This is an optimization exercise on Yosys and OpenROAD, whose aim is small area, not a production implementation. At most, simulation tests tie the RTL to the original design; equivalence was not proved. No activity file was given, so power comes from the tool's default toggle rates. No driver is modelled on the clock port, so clocking that relies on it looks cheaper here than on a real chip.

==> run a: inputs <==
==> flow/design.v <==
module imem_stream_loader #(
  parameter int DEPTH = 128,
  parameter int AW    = 7
) (
  input  logic          clock,
  input  logic          reset,
  input  logic [15:0]   imemaddr,
  output logic [15:0]   imemrdata,
  input  logic [7:0]    ld_data,
  input  logic          ld_valid,
  output logic          ld_ready,
  input  logic          ld_start,
  output logic          cpu_reset,
  output logic          ld_busy,
  output logic          ld_done,
  output logic          ld_error,
  output logic [AW:0]   words_loaded
);
  logic        r_busy;        
  logic        r_hdr;         
  logic        r_lo;          
  logic        r_error;
  logic [7:0]  r_hi;          
  logic [15:0] r_rem;         
  logic [AW:0] r_ptr;         
  logic        w_xfer;
  logic [15:0] w_hdr_n;
  logic        w_hdr_lo;
  logic        w_dat_lo;
  logic        w_last;
  logic        w_zero;
  logic        w_we;
  logic        w_rd_en;
  logic        w_rd_off;
  logic [15:0] w_wdata;
  assign ld_ready     = r_busy;
  assign ld_busy      = r_busy;
  assign cpu_reset    = r_busy;
  assign ld_done      = ~r_busy;
  assign ld_error     = r_error;
  assign words_loaded = r_ptr;
  assign w_xfer   = ld_valid & r_busy;
  assign w_hdr_n  = {r_hi, ld_data};
  assign w_hdr_lo = w_xfer & r_hdr & r_lo;
  assign w_dat_lo = w_xfer & ~r_hdr & r_lo;
  assign w_zero   = (w_hdr_n == 16'd0);
  assign w_last   = (r_rem == 16'd1);
  always_ff @(posedge clock) begin
    if (!reset) begin
      r_busy  <= 1'b1;
      r_hdr   <= 1'b1;
      r_lo    <= 1'b0;
      r_error <= 1'b0;
      r_ptr   <= '0;
    end else if (!r_busy) begin
      if (ld_start) begin
        r_busy  <= 1'b1;
        r_hdr   <= 1'b1;
        r_lo    <= 1'b0;
        r_error <= 1'b0;
        r_ptr   <= '0;
      end
    end else if (ld_valid) begin
      r_lo <= ~r_lo;
      if (r_lo) begin
        if (r_hdr) begin
          r_hdr <= 1'b0;
          if (w_zero) r_busy <= 1'b0;
          if (r_hi != 8'd0 || (ld_data[7] && ld_data[6:0] != 7'd0)) r_error <= 1'b1;
        end else begin
          if (!r_ptr[AW]) r_ptr <= r_ptr + 1'b1;
          if (w_last) r_busy <= 1'b0;
        end
      end
    end
  end
  always_ff @(posedge clock) begin
    if (!r_lo) r_hi <= ld_data;
  end
  always_ff @(posedge clock) begin
    if (w_hdr_lo)      r_rem <= w_hdr_n;
    else if (w_dat_lo) r_rem <= r_rem - 16'd1;
  end
  assign w_we    = reset & w_dat_lo & ~r_ptr[AW];
  assign w_wdata = {r_hi, ld_data};
  logic [7:0]       w_wp_lo_n;
  logic [15:0]      w_wp_hi_n;
  logic [DEPTH-1:0] w_wen;
  logic [15:0]      r_mem [DEPTH];
  for (genvar j = 0; j < 8; j++) begin : g_wp_lo
    assign w_wp_lo_n[j] = ~(w_we & (r_ptr[2:0] == 3'(j)));
  end
  for (genvar g = 0; g < 16; g++) begin : g_wp_hi
    assign w_wp_hi_n[g] = ~(r_ptr[6:3] == 4'(g));
  end
  for (genvar e = 0; e < DEPTH; e++) begin : g_word
    imem_nor2 u_wen (.a(w_wp_lo_n[e % 8]), .b(w_wp_hi_n[e / 8]), .y(w_wen[e]));
    always_ff @(posedge clock) begin
      if (w_wen[e]) r_mem[e] <= w_wdata;
    end
  end
  localparam int NG = (DEPTH + 2) / 3;       
  localparam int NQ = 11;                    
  logic [AW-1:0]     w_a, w_a_n;
  logic [7:0]        w_ra_lo_n;
  logic [15:0]       w_ra_hi_n;
  logic [NG*3-1:0]   w_sel;
  logic [15:0]       w_grp_n [NG];
  logic [NQ*4-1:0]   w_grp_x [16];
  logic [NQ-1:0]     w_any   [16];
  assign w_rd_en  = ~r_busy & (imemaddr[15:AW+1] == '0);
  assign w_rd_off = ~w_rd_en;
  assign w_a     = imemaddr[AW:1];
  assign w_a_n   = ~imemaddr[AW:1];
  for (genvar j = 0; j < 8; j++) begin : g_ra_lo
    imem_nand3 u_dec (
      .a(j[0] ? w_a[0] : w_a_n[0]),
      .b(j[1] ? w_a[1] : w_a_n[1]),
      .c(j[2] ? w_a[2] : w_a_n[2]),
      .y(w_ra_lo_n[j]));
  end
  for (genvar g = 0; g < 16; g++) begin : g_ra_hi
    imem_nand4 u_dec (
      .a(g[0] ? w_a[3] : w_a_n[3]),
      .b(g[1] ? w_a[4] : w_a_n[4]),
      .c(g[2] ? w_a[5] : w_a_n[5]),
      .d(g[3] ? w_a[6] : w_a_n[6]),
      .y(w_ra_hi_n[g]));
  end
  for (genvar e = 0; e < NG*3; e++) begin : g_sel
    if (e < DEPTH) begin : g_w
      imem_nor2 u_sel (.a(w_ra_lo_n[e % 8]), .b(w_ra_hi_n[e / 8]), .y(w_sel[e]));
    end else begin : g_none
      assign w_sel[e] = 1'b0;
    end
  end
  for (genvar k = 0; k < NG; k++) begin : g_grp
    for (genvar b = 0; b < 16; b++) begin : g_bit
      if (3*k + 2 < DEPTH) begin : g_3
        imem_aoi222 u_aoi (
          .a1(w_sel[3*k]),   .a2(r_mem[3*k][b]),
          .b1(w_sel[3*k+1]), .b2(r_mem[3*k+1][b]),
          .c1(w_sel[3*k+2]), .c2(r_mem[3*k+2][b]),
          .y(w_grp_n[k][b]));
      end else begin : g_2
        imem_aoi22 u_aoi (
          .a1(w_sel[3*k]),   .a2(r_mem[3*k][b]),
          .b1(w_sel[3*k+1]), .b2(r_mem[3*k+1][b]),
          .y(w_grp_n[k][b]));
      end
    end
  end
  for (genvar b = 0; b < 16; b++) begin : g_out
    for (genvar k = 0; k < NQ*4; k++) begin : g_x
      assign w_grp_x[b][k] = (k < NG) ? w_grp_n[k][b] : 1'b1;
    end
    for (genvar q = 0; q < NQ; q++) begin : g_q
      imem_nand4 u_nand (
        .a(w_grp_x[b][4*q]),   .b(w_grp_x[b][4*q+1]),
        .c(w_grp_x[b][4*q+2]), .d(w_grp_x[b][4*q+3]),
        .y(w_any[b][q]));
    end
    logic [2:0] w_none;
    imem_nor4 u_nor0 (.a(w_any[b][0]), .b(w_any[b][1]), .c(w_any[b][2]),
                      .d(w_any[b][3]), .y(w_none[0]));
    imem_nor4 u_nor1 (.a(w_any[b][4]), .b(w_any[b][5]), .c(w_any[b][6]),
                      .d(w_any[b][7]), .y(w_none[1]));
    imem_nor3 u_nor2 (.a(w_any[b][8]), .b(w_any[b][9]), .c(w_any[b][10]),
                      .y(w_none[2]));
    imem_a31oi u_out (.a1(w_none[0]), .a2(w_none[1]), .a3(w_none[2]),
                      .b1(w_rd_off), .y(imemrdata[b]));
  end
endmodule
module imem_nor2 (
  input  logic a, b,
  output logic y
);
  assign y = ~(a | b);
endmodule
module imem_nand3 (
  input  logic a, b, c,
  output logic y
);
  assign y = ~(a & b & c);
endmodule
module imem_nand4 (
  input  logic a, b, c, d,
  output logic y
);
  assign y = ~(a & b & c & d);
endmodule
module imem_nor4 (
  input  logic a, b, c, d,
  output logic y
);
  assign y = ~(a | b | c | d);
endmodule
module imem_nor3 (
  input  logic a, b, c,
  output logic y
);
  assign y = ~(a | b | c);
endmodule
module imem_a31oi (
  input  logic a1, a2, a3, b1,
  output logic y
);
  assign y = ~((a1 & a2 & a3) | b1);
endmodule
module imem_aoi222 (
  input  logic a1, a2, b1, b2, c1, c2,
  output logic y
);
  assign y = ~((a1 & a2) | (b1 & b2) | (c1 & c2));
endmodule
module imem_aoi22 (
  input  logic a1, a2, b1, b2,
  output logic y
);
  assign y = ~((a1 & a2) | (b1 & b2));
endmodule
==> flow/run.sh <==
#!/bin/bash
# synth_recipe.tcl (not shown) runs the flow's synth.tcl, then flattens the netlist and writes it again
# the make line also repeats each setting of config.mk as NAME=value (left out here)
make -C /OpenROAD-flow-scripts/flow DESIGN_CONFIG=/design/flow/config.mk WORK_HOME=/design/flow/orfs CLKGATE_MAP_FILE= SYNTH_SCRIPT=/design/flow/synth_recipe.tcl finish
==> flow/config.mk <==
export PLATFORM = sky130hd
export DESIGN_NAME = imem_stream_loader
export DESIGN_NICKNAME = imem_stream_loader
export VERILOG_FILES = /design/flow/design.v
export SDC_FILE = /design/flow/constraint.sdc
export NUM_CORES = 4
export LEC_CHECK = 0
export CAP_MARGIN = 25
export CORE_MARGIN = 2
export CORE_UTILIZATION = 75
export CTS_BUF_LIST = sky130_fd_sc_hd__clkbuf_16
export CTS_CLUSTER_DIAMETER = 80
export CTS_CLUSTER_SIZE = 30
export GPL_TIMING_DRIVEN = 0
export SETUP_SLACK_MARGIN = 0.25
export SLEW_MARGIN = 25
export SYNTH_HIERARCHICAL = 1
export SYNTH_MINIMUM_KEEP_SIZE = 0
==> flow/constraint.sdc <==
create_clock -name core_clock -period 7.0 [get_ports {clock}]
set_input_delay 1.4000 -clock core_clock [delete_from_list [all_inputs] [get_ports {clock}]]
set_output_delay 1.4000 -clock core_clock [all_outputs]
set_load 0.01 [all_outputs]
==> inputs of run b, as changes to run a <==
==> flow/design.v, changed modules only <==
module imem_stream_loader #(
  parameter int DEPTH = 128,
  parameter int AW    = 7
) (
  input  logic          clock,
  input  logic          reset,
  input  logic [15:0]   imemaddr,
  output logic [15:0]   imemrdata,
  input  logic [7:0]    ld_data,
  input  logic          ld_valid,
  output logic          ld_ready,
  input  logic          ld_start,
  output logic          cpu_reset,
  output logic          ld_busy,
  output logic          ld_done,
  output logic          ld_error,
  output logic [AW:0]   words_loaded
);
  logic        r_busy;        
  logic        r_hdr;         
  logic        r_lo;          
  logic        r_error;
  logic [7:0]  r_hi;          
  logic [15:0] r_rem;         
  logic [AW:0] r_ptr;         
  logic        w_xfer;
  logic [15:0] w_hdr_n;
  logic        w_hdr_lo;
  logic        w_dat_lo;
  logic        w_last;
  logic        w_zero;
  logic        w_we;
  logic        w_rd_en;
  logic [15:0] w_wdata;
  assign ld_ready     = r_busy;
  assign ld_busy      = r_busy;
  assign cpu_reset    = r_busy;
  assign ld_done      = ~r_busy;
  assign ld_error     = r_error;
  assign words_loaded = r_ptr;
  assign w_xfer   = ld_valid & r_busy;
  assign w_hdr_n  = {r_hi, ld_data};
  assign w_hdr_lo = w_xfer & r_hdr & r_lo;
  assign w_dat_lo = w_xfer & ~r_hdr & r_lo;
  assign w_zero   = (w_hdr_n == 16'd0);
  assign w_last   = (r_rem == 16'd1);
  always_ff @(posedge clock) begin
    if (!reset) begin
      r_busy  <= 1'b1;
      r_hdr   <= 1'b1;
      r_lo    <= 1'b0;
      r_error <= 1'b0;
      r_ptr   <= '0;
    end else if (!r_busy) begin
      if (ld_start) begin
        r_busy  <= 1'b1;
        r_hdr   <= 1'b1;
        r_lo    <= 1'b0;
        r_error <= 1'b0;
        r_ptr   <= '0;
      end
    end else if (ld_valid) begin
      r_lo <= ~r_lo;
      if (r_lo) begin
        if (r_hdr) begin
          r_hdr <= 1'b0;
          if (w_zero) r_busy <= 1'b0;
          if (r_hi != 8'd0 || (ld_data[7] && ld_data[6:0] != 7'd0)) r_error <= 1'b1;
        end else begin
          if (!r_ptr[AW]) r_ptr <= r_ptr + 1'b1;
          if (w_last) r_busy <= 1'b0;
        end
      end
    end
  end
  always_ff @(posedge clock) begin
    if (!r_lo) r_hi <= ld_data;
  end
  always_ff @(posedge clock) begin
    if (w_hdr_lo)      r_rem <= w_hdr_n;
    else if (w_dat_lo) r_rem <= r_rem - 16'd1;
  end
  assign w_we    = reset & w_dat_lo & ~r_ptr[AW];
  assign w_wdata = {r_hi, ld_data};
  logic [15:0] r_mem [DEPTH];
  for (genvar e = 0; e < DEPTH; e++) begin : g_word
    always_ff @(posedge clock) begin
      if (w_we && r_ptr[AW-1:0] == AW'(e)) r_mem[e] <= w_wdata;
    end
  end
  localparam int NG = (DEPTH + 2) / 3;
  logic [DEPTH-1:0]  w_sel;
  logic [NG*3-1:0]   w_sel_x;
  logic [15:0]       w_grp_n [NG];
  assign w_rd_en = ~r_busy & (imemaddr[15:AW+1] == '0);
  for (genvar e = 0; e < DEPTH; e++) begin : g_sel
    assign w_sel[e] = w_rd_en & (imemaddr[AW:1] == AW'(e));
  end
  assign w_sel_x = (NG*3)'(w_sel);
  for (genvar k = 0; k < NG; k++) begin : g_grp
    for (genvar b = 0; b < 16; b++) begin : g_bit
      if (3*k + 2 < DEPTH) begin : g_3
        imem_aoi222 u_aoi (
          .a1(w_sel_x[3*k]),   .a2(r_mem[3*k][b]),
          .b1(w_sel_x[3*k+1]), .b2(r_mem[3*k+1][b]),
          .c1(w_sel_x[3*k+2]), .c2(r_mem[3*k+2][b]),
          .y(w_grp_n[k][b]));
      end else begin : g_2
        imem_aoi22 u_aoi (
          .a1(w_sel_x[3*k]),   .a2(r_mem[3*k][b]),
          .b1(w_sel_x[3*k+1]), .b2(r_mem[3*k+1][b]),
          .y(w_grp_n[k][b]));
      end
    end
  end
  always_comb begin
    for (int b = 0; b < 16; b++) begin
      logic all_n;
      all_n = 1'b1;
      for (int k = 0; k < NG; k++) all_n = all_n & w_grp_n[k][b];
      imemrdata[b] = ~all_n;
    end
  end
endmodule
// module imem_nor2 removed
// module imem_nand3 removed
// module imem_nand4 removed
// module imem_nor4 removed
// module imem_nor3 removed
// module imem_a31oi removed
==> flow/config.mk (replaced) <==
export PLATFORM = sky130hd
export DESIGN_NAME = imem_stream_loader
export DESIGN_NICKNAME = imem_stream_loader
export VERILOG_FILES = /design/flow/design.v
export SDC_FILE = /design/flow/constraint.sdc
export NUM_CORES = 4
export LEC_CHECK = 0
export CAP_MARGIN = 20
export CORE_MARGIN = 2
export CORE_UTILIZATION = 40
export SLEW_MARGIN = 20
export SYNTH_HIERARCHICAL = 1
export SYNTH_MINIMUM_KEEP_SIZE = 0
==> inputs of run c, as changes to run a <==
==> flow/design.v, changed modules only <==
module imem_stream_loader #(
  parameter int DEPTH = 128,
  parameter int AW    = 7
) (
  input  logic          clock,
  input  logic          reset,
  input  logic [15:0]   imemaddr,
  output logic [15:0]   imemrdata,
  input  logic [7:0]    ld_data,
  input  logic          ld_valid,
  output logic          ld_ready,
  input  logic          ld_start,
  output logic          cpu_reset,
  output logic          ld_busy,
  output logic          ld_done,
  output logic          ld_error,
  output logic [AW:0]   words_loaded
);
  logic        r_busy;        
  logic        r_hdr;         
  logic        r_lo;          
  logic        r_error;
  logic [7:0]  r_hi;          
  logic [15:0] r_rem;         
  logic [AW:0] r_ptr;         
  logic        w_xfer;
  logic [15:0] w_hdr_n;
  logic        w_hdr_lo;
  logic        w_dat_lo;
  logic        w_last;
  logic        w_zero;
  logic        w_we;
  logic        w_rd_en;
  logic        w_rd_off;
  logic [15:0] w_wdata;
  assign ld_ready     = r_busy;
  assign ld_busy      = r_busy;
  assign cpu_reset    = r_busy;
  assign ld_done      = ~r_busy;
  assign ld_error     = r_error;
  assign words_loaded = r_ptr;
  assign w_xfer   = ld_valid & r_busy;
  assign w_hdr_n  = {r_hi, ld_data};
  assign w_hdr_lo = w_xfer & r_hdr & r_lo;
  assign w_dat_lo = w_xfer & ~r_hdr & r_lo;
  assign w_zero   = (w_hdr_n == 16'd0);
  assign w_last   = (r_rem == 16'd1);
  always_ff @(posedge clock) begin
    if (!reset) begin
      r_busy  <= 1'b1;
      r_hdr   <= 1'b1;
      r_lo    <= 1'b0;
      r_error <= 1'b0;
      r_ptr   <= '0;
    end else if (!r_busy) begin
      if (ld_start) begin
        r_busy  <= 1'b1;
        r_hdr   <= 1'b1;
        r_lo    <= 1'b0;
        r_error <= 1'b0;
        r_ptr   <= '0;
      end
    end else if (ld_valid) begin
      r_lo <= ~r_lo;
      if (r_lo) begin
        if (r_hdr) begin
          r_hdr <= 1'b0;
          if (w_zero) r_busy <= 1'b0;
          if (r_hi != 8'd0 || (ld_data[7] && ld_data[6:0] != 7'd0)) r_error <= 1'b1;
        end else begin
          if (!r_ptr[AW]) r_ptr <= r_ptr + 1'b1;
          if (w_last) r_busy <= 1'b0;
        end
      end
    end
  end
  always_ff @(posedge clock) begin
    if (!r_lo) r_hi <= ld_data;
  end
  always_ff @(posedge clock) begin
    if (w_hdr_lo)      r_rem <= w_hdr_n;
    else if (w_dat_lo) r_rem <= r_rem - 16'd1;
  end
  assign w_we    = reset & w_dat_lo & ~r_ptr[AW];
  assign w_wdata = {r_hi, ld_data};
  logic [7:0]       w_wp_lo;
  logic [15:0]      w_wp_hi;
  logic [DEPTH-1:0] w_wen;
  logic [15:0]      r_mem [DEPTH];
  for (genvar j = 0; j < 8; j++) begin : g_wp_lo
    assign w_wp_lo[j] = w_we & (r_ptr[2:0] == 3'(j));
  end
  for (genvar g = 0; g < 16; g++) begin : g_wp_hi
    assign w_wp_hi[g] = (r_ptr[6:3] == 4'(g));
  end
  for (genvar e = 0; e < DEPTH; e++) begin : g_word
    imem_and2 u_wen (.a(w_wp_lo[e % 8]), .b(w_wp_hi[e / 8]), .y(w_wen[e]));
    always_ff @(posedge clock) begin
      if (w_wen[e]) r_mem[e] <= w_wdata;
    end
  end
  localparam int NG = (DEPTH + 2) / 3;       
  localparam int NQ = 11;                    
  logic [AW-1:0]     w_a, w_a_n;
  logic [7:0]        w_ra_lo_n;
  logic [15:0]       w_ra_hi_n;
  logic [NG*3-1:0]   w_sel;
  logic [15:0]       w_grp_n [NG];
  logic [NQ-1:0]     w_any   [16];
  assign w_rd_en  = ~r_busy & (imemaddr[15:AW+1] == '0);
  assign w_rd_off = ~w_rd_en;
  assign w_a     = imemaddr[AW:1];
  assign w_a_n   = ~imemaddr[AW:1];
  for (genvar j = 0; j < 8; j++) begin : g_ra_lo
    imem_nand3 u_dec (
      .a(j[0] ? w_a[0] : w_a_n[0]),
      .b(j[1] ? w_a[1] : w_a_n[1]),
      .c(j[2] ? w_a[2] : w_a_n[2]),
      .y(w_ra_lo_n[j]));
  end
  for (genvar g = 0; g < 16; g++) begin : g_ra_hi
    imem_nand4 u_dec (
      .a(g[0] ? w_a[3] : w_a_n[3]),
      .b(g[1] ? w_a[4] : w_a_n[4]),
      .c(g[2] ? w_a[5] : w_a_n[5]),
      .d(g[3] ? w_a[6] : w_a_n[6]),
      .y(w_ra_hi_n[g]));
  end
  for (genvar e = 0; e < NG*3; e++) begin : g_sel
    if (e < DEPTH) begin : g_w
      imem_nor2 u_sel (.a(w_ra_lo_n[e % 8]), .b(w_ra_hi_n[e / 8]), .y(w_sel[e]));
    end else begin : g_none
      assign w_sel[e] = 1'b0;
    end
  end
  for (genvar k = 0; k < NG; k++) begin : g_grp
    for (genvar b = 0; b < 16; b++) begin : g_bit
      if (3*k + 2 < DEPTH) begin : g_3
        imem_aoi222 u_aoi (
          .a1(w_sel[3*k]),   .a2(r_mem[3*k][b]),
          .b1(w_sel[3*k+1]), .b2(r_mem[3*k+1][b]),
          .c1(w_sel[3*k+2]), .c2(r_mem[3*k+2][b]),
          .y(w_grp_n[k][b]));
      end else begin : g_2
        imem_aoi22 u_aoi (
          .a1(w_sel[3*k]),   .a2(r_mem[3*k][b]),
          .b1(w_sel[3*k+1]), .b2(r_mem[3*k+1][b]),
          .y(w_grp_n[k][b]));
      end
    end
  end
  for (genvar b = 0; b < 16; b++) begin : g_out
    for (genvar q = 0; q < NQ; q++) begin : g_q
      if (4*q + 3 < NG) begin : g_4
        imem_nand4 u_nand (
          .a(w_grp_n[4*q][b]),   .b(w_grp_n[4*q+1][b]),
          .c(w_grp_n[4*q+2][b]), .d(w_grp_n[4*q+3][b]),
          .y(w_any[b][q]));
      end else begin : g_3
        imem_nand3 u_nand (
          .a(w_grp_n[4*q][b]), .b(w_grp_n[4*q+1][b]), .c(w_grp_n[4*q+2][b]),
          .y(w_any[b][q]));
      end
    end
    imem_out11 u_out (.any(w_any[b]), .off(w_rd_off), .y(imemrdata[b]));
  end
endmodule
module imem_and2 (
  input  logic a, b,
  output logic y
);
  assign y = a & b;
endmodule
module imem_out11 (
  input  logic [10:0] any,
  input  logic        off,
  output logic        y
);
  assign y = ~((~(any[0] | any[1] | any[2] | any[3]) &
                ~(any[4] | any[5] | any[6] | any[7]) &
                ~(any[8] | any[9] | any[10])) | off);
endmodule
// module imem_nor4 removed
// module imem_nor3 removed
// module imem_a31oi removed
==> flow/flow/run.sh (new file) <==
#!/bin/bash
# Own layout flow: the standard ORFS flow (standard.sh, unchanged
# synthesis, floorplan, power grid and tap cells) with these changes:
#  - input ports get buf_2 and output ports buf_1 cells as their buffers
#    (flow/pre_place.tcl);
#  - before repair_design, each write-data net gets one buffer at the centre
#    of its loads (flow/pre_resize.tcl);
#  - CTS uses clkbuf_16 cells, sink clusters of up to 30 flip-flops within
#    80 um, and no dummy loads.
# All tool output goes to standard.log (and ORFS's own logs under orfs/logs).
set -euo pipefail
here=$(pwd)
bash standard.sh \
  DONT_BUFFER_PORTS=1 \
  "PRE_GLOBAL_PLACE_TCL=$here/flow/pre_place.tcl" \
  "PRE_RESIZE_TCL=$here/flow/pre_resize.tcl" \
  "CTS_ARGS=-sink_clustering_enable -repair_clock_nets -sink_clustering_size 30 -sink_clustering_max_diameter 80 -dont_use_dummy_load -buf_list sky130_fd_sc_hd__clkbuf_16 -root_buf sky130_fd_sc_hd__clkbuf_16 -tree_buf sky130_fd_sc_hd__clkbuf_16" \
  finish > standard.log 2>&1
==> flow/flow/ins.tcl (new file) <==
# Buffer every signal net with at least MINF loads once, at the centroid of its loads.
proc bus_bufs {cell minf} {
  set block [ord::get_db_block]
  set dbu [$block getDbUnitsPerMicron]
  set nets {}
  foreach net [$block getNets] {
    if {[$net getSigType] != "SIGNAL"} continue
    set n 0
    foreach it [$net getITerms] { if {[$it isInputSignal]} { incr n } }
    if {$n >= $minf} { lappend nets $net }
  }
  foreach net $nets {
    set sx 0; set sy 0; set n 0
    foreach it [$net getITerms] {
      if {[$it isInputSignal]} {
        set b [[$it getInst] getBBox]
        incr sx [expr {([$b xMin]+[$b xMax])/2}]; incr sy [expr {([$b yMin]+[$b yMax])/2}]; incr n
      }
    }
    puts "bus_bufs: [$net getName] $n loads"
    insert_buffer -buffer_cell $cell -net [$net getName] -location [list [expr {$sx/$n/double($dbu)}] [expr {$sy/$n/double($dbu)}]]
  }
}
==> flow/flow/pre_place.tcl (new file) <==
# Runs before global placement, in place of ORFS's own port buffering
# (DONT_BUFFER_PORTS=1): every input port gets a buf_2, every output a buf_1.
buffer_ports -inputs -buffer_cell sky130_fd_sc_hd__buf_2
buffer_ports -outputs -buffer_cell sky130_fd_sc_hd__buf_1
==> flow/flow/pre_resize.tcl (new file) <==
# Runs before repair_design: give each write-data net (128+ flip-flop loads)
# one buffer at the centre of its loads, so repair_design does not split it
# into many large buffers.
source [file join [file dirname [info script]] ins.tcl]
bus_bufs sky130_fd_sc_hd__buf_6 64
estimate_parasitics -placement
==> flow/standard.sh (new file) <==
#!/bin/bash
# synth_recipe.tcl (not shown) runs the flow's synth.tcl, then flattens the netlist and writes it again
# the make line also repeats each setting of config.mk as NAME=value (left out here)
make -C /OpenROAD-flow-scripts/flow DESIGN_CONFIG=/design/flow/config.mk WORK_HOME=/design/flow/orfs CLKGATE_MAP_FILE= SYNTH_SCRIPT=/design/flow/synth_recipe.tcl "${@:-finish}"
==> flow/config.mk (replaced) <==
export PLATFORM = sky130hd
export DESIGN_NAME = imem_stream_loader
export DESIGN_NICKNAME = imem_stream_loader
export VERILOG_FILES = /design/flow/design.v
export SDC_FILE = /design/flow/constraint.sdc
export NUM_CORES = 4
export LEC_CHECK = 0
export CAP_MARGIN = 20
export CORE_MARGIN = 2
export CORE_UTILIZATION = 75
export GPL_TIMING_DRIVEN = 0
export SETUP_SLACK_MARGIN = 0.25
export SLEW_MARGIN = 20
export SYNTH_HIERARCHICAL = 1
export SYNTH_MINIMUM_KEEP_SIZE = 0
removed: flow/run.sh
==> notes <==
The lowest critical path depth belongs to run c, the highest to run b.
The lowest worst hold slack belongs to run b, the highest to run a.
Total power: run b > run a > run c.
Synthesized cell count is about the same in run a and run c.
In run a the sequential share of layout area is lower than in run c, by 2.3 points.
Run a completed without violations. Run c finished with timing, DRC and antenna clean. Run b ran to the end with no violations.
==> figures <==
quantity                                                                run a                  run b               run c
Status                                       no timing/DRC/antenna violations  no timing/DRC/antenna violations  no timing/DRC/antenna violations
Fraction of area in registers                                           77.3%                  71.1%               79.5%
Area fraction of the dominant cell type after synthesis                 84.8%                  84.9%               84.7%
Number of signal-net buffers in the layout                                182                    481                 110
Gate count after technology mapping                                      3484                   3518                3482
Post-route cell area                                                80900 µm²              87800 µm²           78500 µm²
Path depth of the worst reg2reg path                                        5                      5                   4
Hold Crit Endpoint                                       r_error$_SDFFE_PN0P_  r_ptr[7]$_SDFFE_PN0P_  r_hdr$_SDFFE_PN1P_
Width of the die                                                       317 µm                 432 µm              317 µm
Area of the placeable core                                          96900 µm²             182000 µm²           96900 µm²
GR Util met2                                                            58.2%                  33.4%               56.7%
Only the layout flow was run in run b; the RTL was not checked for function there.

-- what the ideal ports hide --
In the flow no input, the clock included, has a driving cell. The finished layouts below were timed again as built, in two steps.
Step 1, drivers: a clkbuf_16 drives clock and a buf_2 each remaining input, both assumed.
Step 2, shift: input delay + t, output delay - t, t = (earliest + latest rising clock arrival at the registers) / 2. This alone moves slack from input paths to output paths.
Three values: ideal ports, drivers, drivers and shift; two values: the first two.
run	t, ns	setup WS [ns]	worst data-port slew with drivers (ns)
run a	0.772	0.081 / 0.046 / 0.046	0.19
run b	0.927	0.096 / 0.053 / 0.053	0.13
run c	0.776	0.075 / -0.074 / -0.074	0.15
With both steps, setup timing fails in run c, where it was met with ideal ports. For run c, which loses most, drivers alone change the setup slack by -0.149 ns; drivers and shift together by -0.149 ns.
